Source: an optimization exercise on an open RTL-to-GDS flow (aim: small area). Production flows keep margins and buffers that such runs may drop. The RTL was checked by simulation tests, not by an equivalence proof against the original design.

run a:
==> flow/design.v (excerpt) <==
module motion_overlay_chip (
    input  logic        clk,
    input  logic        reset,
    input  logic        pixel_de,
    input  logic [9:0]  pixel_x,
    input  logic [9:0]  pixel_y,
    input  logic        motion_flag,
    input  logic        shot_btn,
    input  logic [15:0] img_data,
    output logic [14:0] fb_addr,
    output logic [11:0] rgb
);
    motion_overlay_pkg::raster_t pixel;
    motion_overlay_pkg::rgb444_t rgb_s;
    assign pixel.de = pixel_de;
    assign pixel.x  = pixel_x;
    assign pixel.y  = pixel_y;
    assign rgb      = rgb_s;
    motion_overlay_top u_top (
        .clk        (clk),
        .reset      (reset),
        .pixel      (pixel),
        .motion_flag(motion_flag),
        .shot_btn   (shot_btn),
        .img_data   (img_data),
        .fb_addr    (fb_addr),
        .rgb        (rgb_s)
    );
endmodule
Settings: LEC_CHECK=0, CAP_MARGIN=20, CORE_MARGIN=2, CORE_UTILIZATION=40, CTS_BUF_LIST=sky130_fd_sc_hd__clkbuf_8, CTS_CLUSTER_DIAMETER=60, CTS_CLUSTER_SIZE=14, SLEW_MARGIN=20; clock period 100.0 ns.
standard.sh (not shown) runs the stock make flow with config.mk's settings and CLKGATE_MAP_FILE= SYNTH_SCRIPT=/design/flow/synth_recipe.tcl, a recipe that flattens the netlist after the stock synthesis.
==> flow/flow/run.sh <==
#!/bin/bash
# Own layout flow: the standard flow, with three changes.
#  1. After the standard synthesis, the combinational logic between the
#     registers and adder cells is remapped for area: fapol2.py flips
#     full-adder cells to the polarity that needs the fewest inverters
#     (a full adder is self-dual), then yosys/ABC remaps the plain logic
#     (resynth.ys, resynth_s*.abc, best of four seeds by pick.py).  Registers, full-adder and tie cells are
#     kept as the standard synthesis made them (same instances, names, types).
#  2. Ports are buffered with buf_1 cells instead of clkdlybuf4s50_1.
#  3. A power-recovery (downsizing) pass runs after the placement resize.
# Each tool's output goes to a log file of its own in this folder.
set -euo pipefail
R=$PWD/orfs/results/${FLOW_PLATFORM}/motion_overlay_chip/base
ln -sf $FLOW_HOME/platforms/${FLOW_PLATFORM}/lib/sky130_fd_sc_hd__tt_025C_1v80.lib lib.lib
YOSYS=$FLOW_HOME/../tools/install/yosys/bin/yosys
[ -x "$YOSYS" ] || YOSYS=yosys
export BUFFER_PORTS_ARGS="-buffer_cell sky130_fd_sc_hd__buf_1"
export POST_RESIZE_TCL="$PWD/flow/post_resize.tcl"

# standard synthesis only
bash standard.sh $R/1_2_yosys.v > standard_synth.log 2>&1
cp $R/1_2_yosys.v std_1_2_yosys.v

python3 flow/fapol2.py std_1_2_yosys.v fapol_1_2_yosys.v --flex > fapol.log 2>&1
for sd in 0 1 2 3; do
  mkdir -p rs$sd/flow
  cp fapol_1_2_yosys.v rs$sd/
  cp flow/resynth_s$sd.abc rs$sd/flow/resynth.abc
  ln -sf ../lib.lib rs$sd/lib.lib
  ( cd rs$sd && $YOSYS -q -l resynth.log -s ../flow/resynth.ys > /dev/null 2>&1 \
      && $YOSYS -q -l resynth_check.log -s ../flow/resynth_check.ys > /dev/null 2>&1 ) &
done
wait
best=$(python3 flow/pick.py rs0 rs1 rs2 rs3 2> pick.log)
cp $best/resynth_1_2_yosys.v resynth_1_2_yosys.v
cp $best/resynth.log resynth.log
cp $best/resynth_check.log resynth_check.log
cp resynth_1_2_yosys.v $R/1_2_yosys.v
touch $R/1_2_yosys.v

# rest of the standard flow from the new netlist
bash standard.sh > standard.log 2>&1
Other scripts of this flow, unchanged in this note and not shown: flow/flow/fapol2.py, flow/flow/pick.py, flow/flow/post_resize.tcl, flow/flow/resynth.ys, flow/flow/resynth_check.ys, flow/flow/resynth_s0.abc, flow/flow/resynth_s1.abc, flow/flow/resynth_s2.abc, flow/flow/resynth_s3.abc
Run a did not stop at any stage, and its layout met the timing, DRC and antenna checks.
Modified inputs, run b compared to run a
Settings: CTS_CLUSTER_SIZE: 14 -> 12.
### Flow results
- As far as clock-pin transition on the worst setup and hold timing paths is concerned, run b and run a perform about the same.
- Sort run a and run b by first-pass detailed-route iteration total asc -> top: run b
- Synthesized cell count came out lower on run b than on run a.
- Taking run a as the reference, in run b relative slew slack climbed 1.7 points; overall routed net length has decreased; count of non-CTS inverters in the layout saw an increase.
- Die boundary width across run a and run b: no real change.


## old
Another version of the RTL of motion_overlay_chip (not shown whole).
Size in the first run: ~1,700 cells after synthesis.
clock: 100.0 ns
lec_check: 0
cap_margin: 0
core_margin: 2
core_utilization: 40
cts_buf_list: sky130_fd_sc_hd__clkbuf_8
cts_cluster_diameter: 60
cts_cluster_size: 12
slew_margin: 0
==> flow/flow/run.sh <==
#!/bin/bash
# Own layout flow: the standard flow, with three changes.
#  1. After the standard synthesis, the combinational logic between the
#     registers and adder cells is remapped for area: fapol2.py flips
#     full-adder cells to the polarity that needs the fewest inverters
#     (a full adder is self-dual), then yosys/ABC remaps the plain logic
#     (resynth.ys, resynth.abc).  Registers, full-adder and tie cells are
#     kept as the standard synthesis made them (same instances, names, types).
#  2. Ports are buffered with buf_1 cells instead of clkdlybuf4s50_1.
#  3. A power-recovery (downsizing) pass runs after the placement resize.
# Each tool's output goes to a log file of its own in this folder.
set -euo pipefail
R=$PWD/orfs/results/${FLOW_PLATFORM}/motion_overlay_chip/base
ln -sf $FLOW_HOME/platforms/${FLOW_PLATFORM}/lib/sky130_fd_sc_hd__tt_025C_1v80.lib lib.lib
YOSYS=$FLOW_HOME/../tools/install/yosys/bin/yosys
[ -x "$YOSYS" ] || YOSYS=yosys
export BUFFER_PORTS_ARGS="-buffer_cell sky130_fd_sc_hd__buf_1"
export POST_RESIZE_TCL="$PWD/flow/post_resize.tcl"

# standard synthesis only
bash standard.sh $R/1_2_yosys.v > standard_synth.log 2>&1
cp $R/1_2_yosys.v std_1_2_yosys.v

# fa polarity, then remap of the plain logic, then a read-back check
python3 flow/fapol2.py std_1_2_yosys.v fapol_1_2_yosys.v --flex > fapol.log 2>&1
$YOSYS -q -l resynth.log -s flow/resynth.ys > /dev/null 2>&1
$YOSYS -q -l resynth_check.log -s flow/resynth_check.ys > /dev/null 2>&1
cp resynth_1_2_yosys.v $R/1_2_yosys.v
touch $R/1_2_yosys.v

# rest of the standard flow from the new netlist
bash standard.sh > standard.log 2>&1
Other scripts of this flow, unchanged in this note and not shown: flow/flow/fapol2.py, flow/flow/post_resize.tcl, flow/flow/resynth.abc, flow/flow/resynth.ys, flow/flow/resynth_check.ys
old was carried through to the last stage, and its layout satisfied the timing, DRC and antenna checks.
diff inputs: old => new
-- flow/config.mk --
<<< old, line 6
export NUM_CORES = 4
export LEC_CHECK = 0
export CAP_MARGIN = 0
export CORE_MARGIN = 2
export CORE_UTILIZATION = 40
>>> new, line 6
export NUM_CORES = 4
export LEC_CHECK = 0
export CAP_MARGIN = 20
export CORE_MARGIN = 2
export CORE_UTILIZATION = 40
<<< old, line 12
export CTS_CLUSTER_DIAMETER = 60
export CTS_CLUSTER_SIZE = 12
export SLEW_MARGIN = 0
>>> new, line 12
export CTS_CLUSTER_DIAMETER = 60
export CTS_CLUSTER_SIZE = 12
export SLEW_MARGIN = 20
### Flow results
On global-route wire length before repair, the higher figure sits with new, not old. Clock sink total: old vs new identical. old → new: placed wire-length estimate after detailed placement picked up an extra about 2.4%, share of the clock period used by the worst path after layout decreased by 1.2 points relative to the old numbers, smallest hold slack increased 0.0057 ns, area of the mapped netlist held. old reports its last element of the critical path as rgb[5] while new reports rgb[0]. Of the two candidates, old has the worse final worst-path setup slack and new the better one. new vs old: total length of routed wires up.


motion_overlay_chip, a different RTL version from the one above (not shown whole).
For scale: roughly 2400 cells after synthesis, about 220 flip-flops, roughly 68 I/O pins, roughly 21000 um2 of cells after synthesis.
## motion_overlay_chip
module motion_overlay_chip (
    input  logic        clk,
    input  logic        reset,
    input  logic        pixel_de,
    input  logic [9:0]  pixel_x,
    input  logic [9:0]  pixel_y,
    input  logic        motion_flag,
    input  logic        shot_btn,
    input  logic [15:0] img_data,
    output logic [14:0] fb_addr,
    output logic [11:0] rgb
);
make LEC_CHECK=0 ABC_AREA=1 CAP_MARGIN=20 CORE_MARGIN=2 CORE_UTILIZATION=40 CTS_BUF_LIST=sky130_fd_sc_hd__clkbuf_16 CTS_CLUSTER_DIAMETER=80 CTS_CLUSTER_SIZE=24 SLEW_MARGIN=20 finish   # period 100.0 ns
run.sh (not shown) runs the stock make flow with config.mk's settings and CLKGATE_MAP_FILE= SYNTH_SCRIPT=/design/flow/synth_recipe.tcl, a recipe that flattens the netlist after the stock synthesis.
Stock flow here: none of the scripts above is used.
Then changed:
Settings changed: CAP_MARGIN 20 to 0, CTS_BUF_LIST sky130_fd_sc_hd__clkbuf_16 to sky130_fd_sc_hd__clkbuf_4, CTS_CLUSTER_DIAMETER 80 to not set, CTS_CLUSTER_SIZE 24 to not set, SLEW_MARGIN 20 to 0.
Result: Via count rose by a few percent; non-clock buffer count is unchanged; global-route usage increases by 0.33 points; routed wire length grows slightly; design area increases slightly; synthesized cell count is unchanged; synthesized area stays the same; clock-buffer cell count grows by 63; worst hold slack gets worse by 0.011 ns.


Starting RTL as in the previous note.
Design motion_overlay_chip, start of the top module:
module motion_overlay_chip (
    input  logic        clk,
    input  logic        reset,
    input  logic        pixel_de,
    input  logic [9:0]  pixel_x,
    input  logic [9:0]  pixel_y,
    input  logic        motion_flag,
    input  logic        shot_btn,
    input  logic [15:0] img_data,
    output logic [14:0] fb_addr,
    output logic [11:0] rgb
);
clock: 100.0 ns
lec_check: 0
abc_area: 1
cap_margin: 20
core_margin: 2
core_utilization: 40
cts_buf_list: sky130_fd_sc_hd__clkbuf_8
cts_cluster_diameter: 60
cts_cluster_size: 12
slew_margin: 20
The baseline went through all stages and came out clean.
Change:
ABC_AREA = not set   (was 1)
CTS_BUF_LIST = not set   (was sky130_fd_sc_hd__clkbuf_8)
CTS_CLUSTER_DIAMETER = not set   (was 60)
CTS_CLUSTER_SIZE = not set   (was 12)
Result: Setup slack degrades by 4800 ps; maximum frequency is lower by 6.7%; design area goes up by 2.1%; hold slack got worse by 17 ps; routed wire length goes up by 2.6%; count of clock-buffer cells in the layout climbs by 19.
Change:
CTS_BUF_LIST = sky130_fd_sc_hd__clkbuf_4   (was not set)
=> Clock-buffer cell count came out higher by 58; cell area is about the same; via count came out higher by 2.2%; global-route usage came out higher by 0.11 points; wire length came out higher by about 0.6%; clock skew came out higher by 42 ps; synthesized cell count is unchanged; worst setup slack got worse by 240 ps; sequential share of layout area stays flat; fmax came out lower by 0.33%; area after synthesis does not change.
Change:
==> flow/flow/run.sh (new file) <==
#!/bin/bash
# Standard layout, with plain buf_1 cells as the port buffers and a
# power-recovery (cell downsizing) pass after the placement resize step.
set -o pipefail
cp standard.sh flow/standard.sh.txt 2>/dev/null
export BUFFER_PORTS_ARGS="-buffer_cell sky130_fd_sc_hd__buf_1"
export POST_RESIZE_TCL="$PWD/flow/post_resize.tcl"
bash standard.sh > standard.log 2>&1
==> flow/flow/post_resize.tcl (new file) <==
# trade the spare setup slack for smaller cells
repair_timing -recover_power 100 -verbose
==> flow/flow/standard.sh.txt (new file) <==
#!/bin/bash
# The standard flow's own layout of this design, on the ORFS make targets given (by default finish). After
# finish it leaves the final layout's DEF at /design/flow/out/final.def.
set -euo pipefail
make -C /OpenROAD-flow-scripts/flow DESIGN_CONFIG=/design/flow/config.mk WORK_HOME=/design/flow/orfs CLKGATE_MAP_FILE= SYNTH_SCRIPT=/design/flow/synth_recipe.tcl ABC_AREA=1 CAP_MARGIN=20 CORE_MARGIN=2 CORE_UTILIZATION=40 CTS_BUF_LIST=sky130_fd_sc_hd__clkbuf_8 CTS_CLUSTER_DIAMETER=60 CTS_CLUSTER_SIZE=12 SLEW_MARGIN=20 "${@:-finish}"
if [[ -f /design/flow/orfs/results/sky130hd/motion_overlay_chip/base/6_final.odb ]]; then
  : # left out here: write the final layout as DEF
fi
==> flow/standard.sh (new file) <==
#!/bin/bash
# synth_recipe.tcl (not shown) runs the flow's synth.tcl, then flattens the netlist and writes it again
# the make line also repeats each setting of config.mk as NAME=value (left out here)
make -C /OpenROAD-flow-scripts/flow DESIGN_CONFIG=/design/flow/config.mk WORK_HOME=/design/flow/orfs CLKGATE_MAP_FILE= SYNTH_SCRIPT=/design/flow/synth_recipe.tcl "${@:-finish}"
ABC_AREA = 1   (was not set)
CTS_BUF_LIST = sky130_fd_sc_hd__clkbuf_8   (was sky130_fd_sc_hd__clkbuf_4)
CTS_CLUSTER_DIAMETER = 60   (was not set)
CTS_CLUSTER_SIZE = 12   (was not set)
removed: flow/run.sh
After rerunning: The new run completed without violations. Final cell count came out higher by 7.4%. Wire length came out lower by 4.1%. Sequential cell count stays the same. Design area came out lower by 3.9%. Hold slack improves by 7.2 ps. Sequential share of layout area came out higher by 0.97 points.

separate check: timing with driven ports:
How much do the figures lean on ideal ports? The routed layouts below were timed once more, with nothing changed but the port constraints. Step 1 sets driving cells, clkbuf_16 on the clock port and buf_2 on the other inputs (assumed; they add their load-dependent delay and slew). Step 2 adds t to the input delays and takes it off the output delays; t is the mean of the earliest and latest rising clock arrival at the registers after step 1. Input paths then give back, and output paths get back, about the clock's delay inside the block. Slacks: no drivers / after step 1 / after step 2; pairs: no drivers / after step 1.
| run | shift t [ns] | setup slack, ns | hold slack, ns | worst setup path after step 2 |
|---|---|---|---|---|
| run a | 0.605 | 24.397 / 24.343 / 24.948 | 0.381 / 0.381 / 0.381 | register to output |
| run b | 0.617 | 23.307 / 23.253 / 23.871 | 0.399 / 0.399 / 0.399 | register to output |
| old | 0.628 | 21.546 / 21.493 / 22.121 | 0.378 / 0.378 / 0.378 | register to output |
| new | 0.607 | 22.713 / 22.660 / 23.267 | 0.383 / 0.383 / 0.383 | register to output |
| the first run of note 3 | 0.544 | 33.209 / 33.154 / 33.697 | 0.392 / 0.392 / 0.392 | register to output |
| the second run of note 3 | 0.760 | 32.997 / 32.951 / 33.711 | 0.381 / 0.381 / 0.381 | register to output |
| the first run of note 4 | 0.625 | 33.103 / 33.048 / 33.673 | 0.400 / 0.400 / 0.400 | register to output |
| the second run of note 4 | 0.602 | 28.317 / 28.263 / 28.865 | 0.383 / 0.383 / 0.383 | register to output |
| the third run of note 4 | 0.766 | 28.079 / 28.030 / 28.796 | 0.380 / 0.380 / 0.380 | register to output |
| the fourth run of note 4 | 0.633 | 30.491 / 30.438 / 31.071 | 0.387 / 0.387 / 0.387 | register to output |
After both steps setup and hold are still met in every run listed.
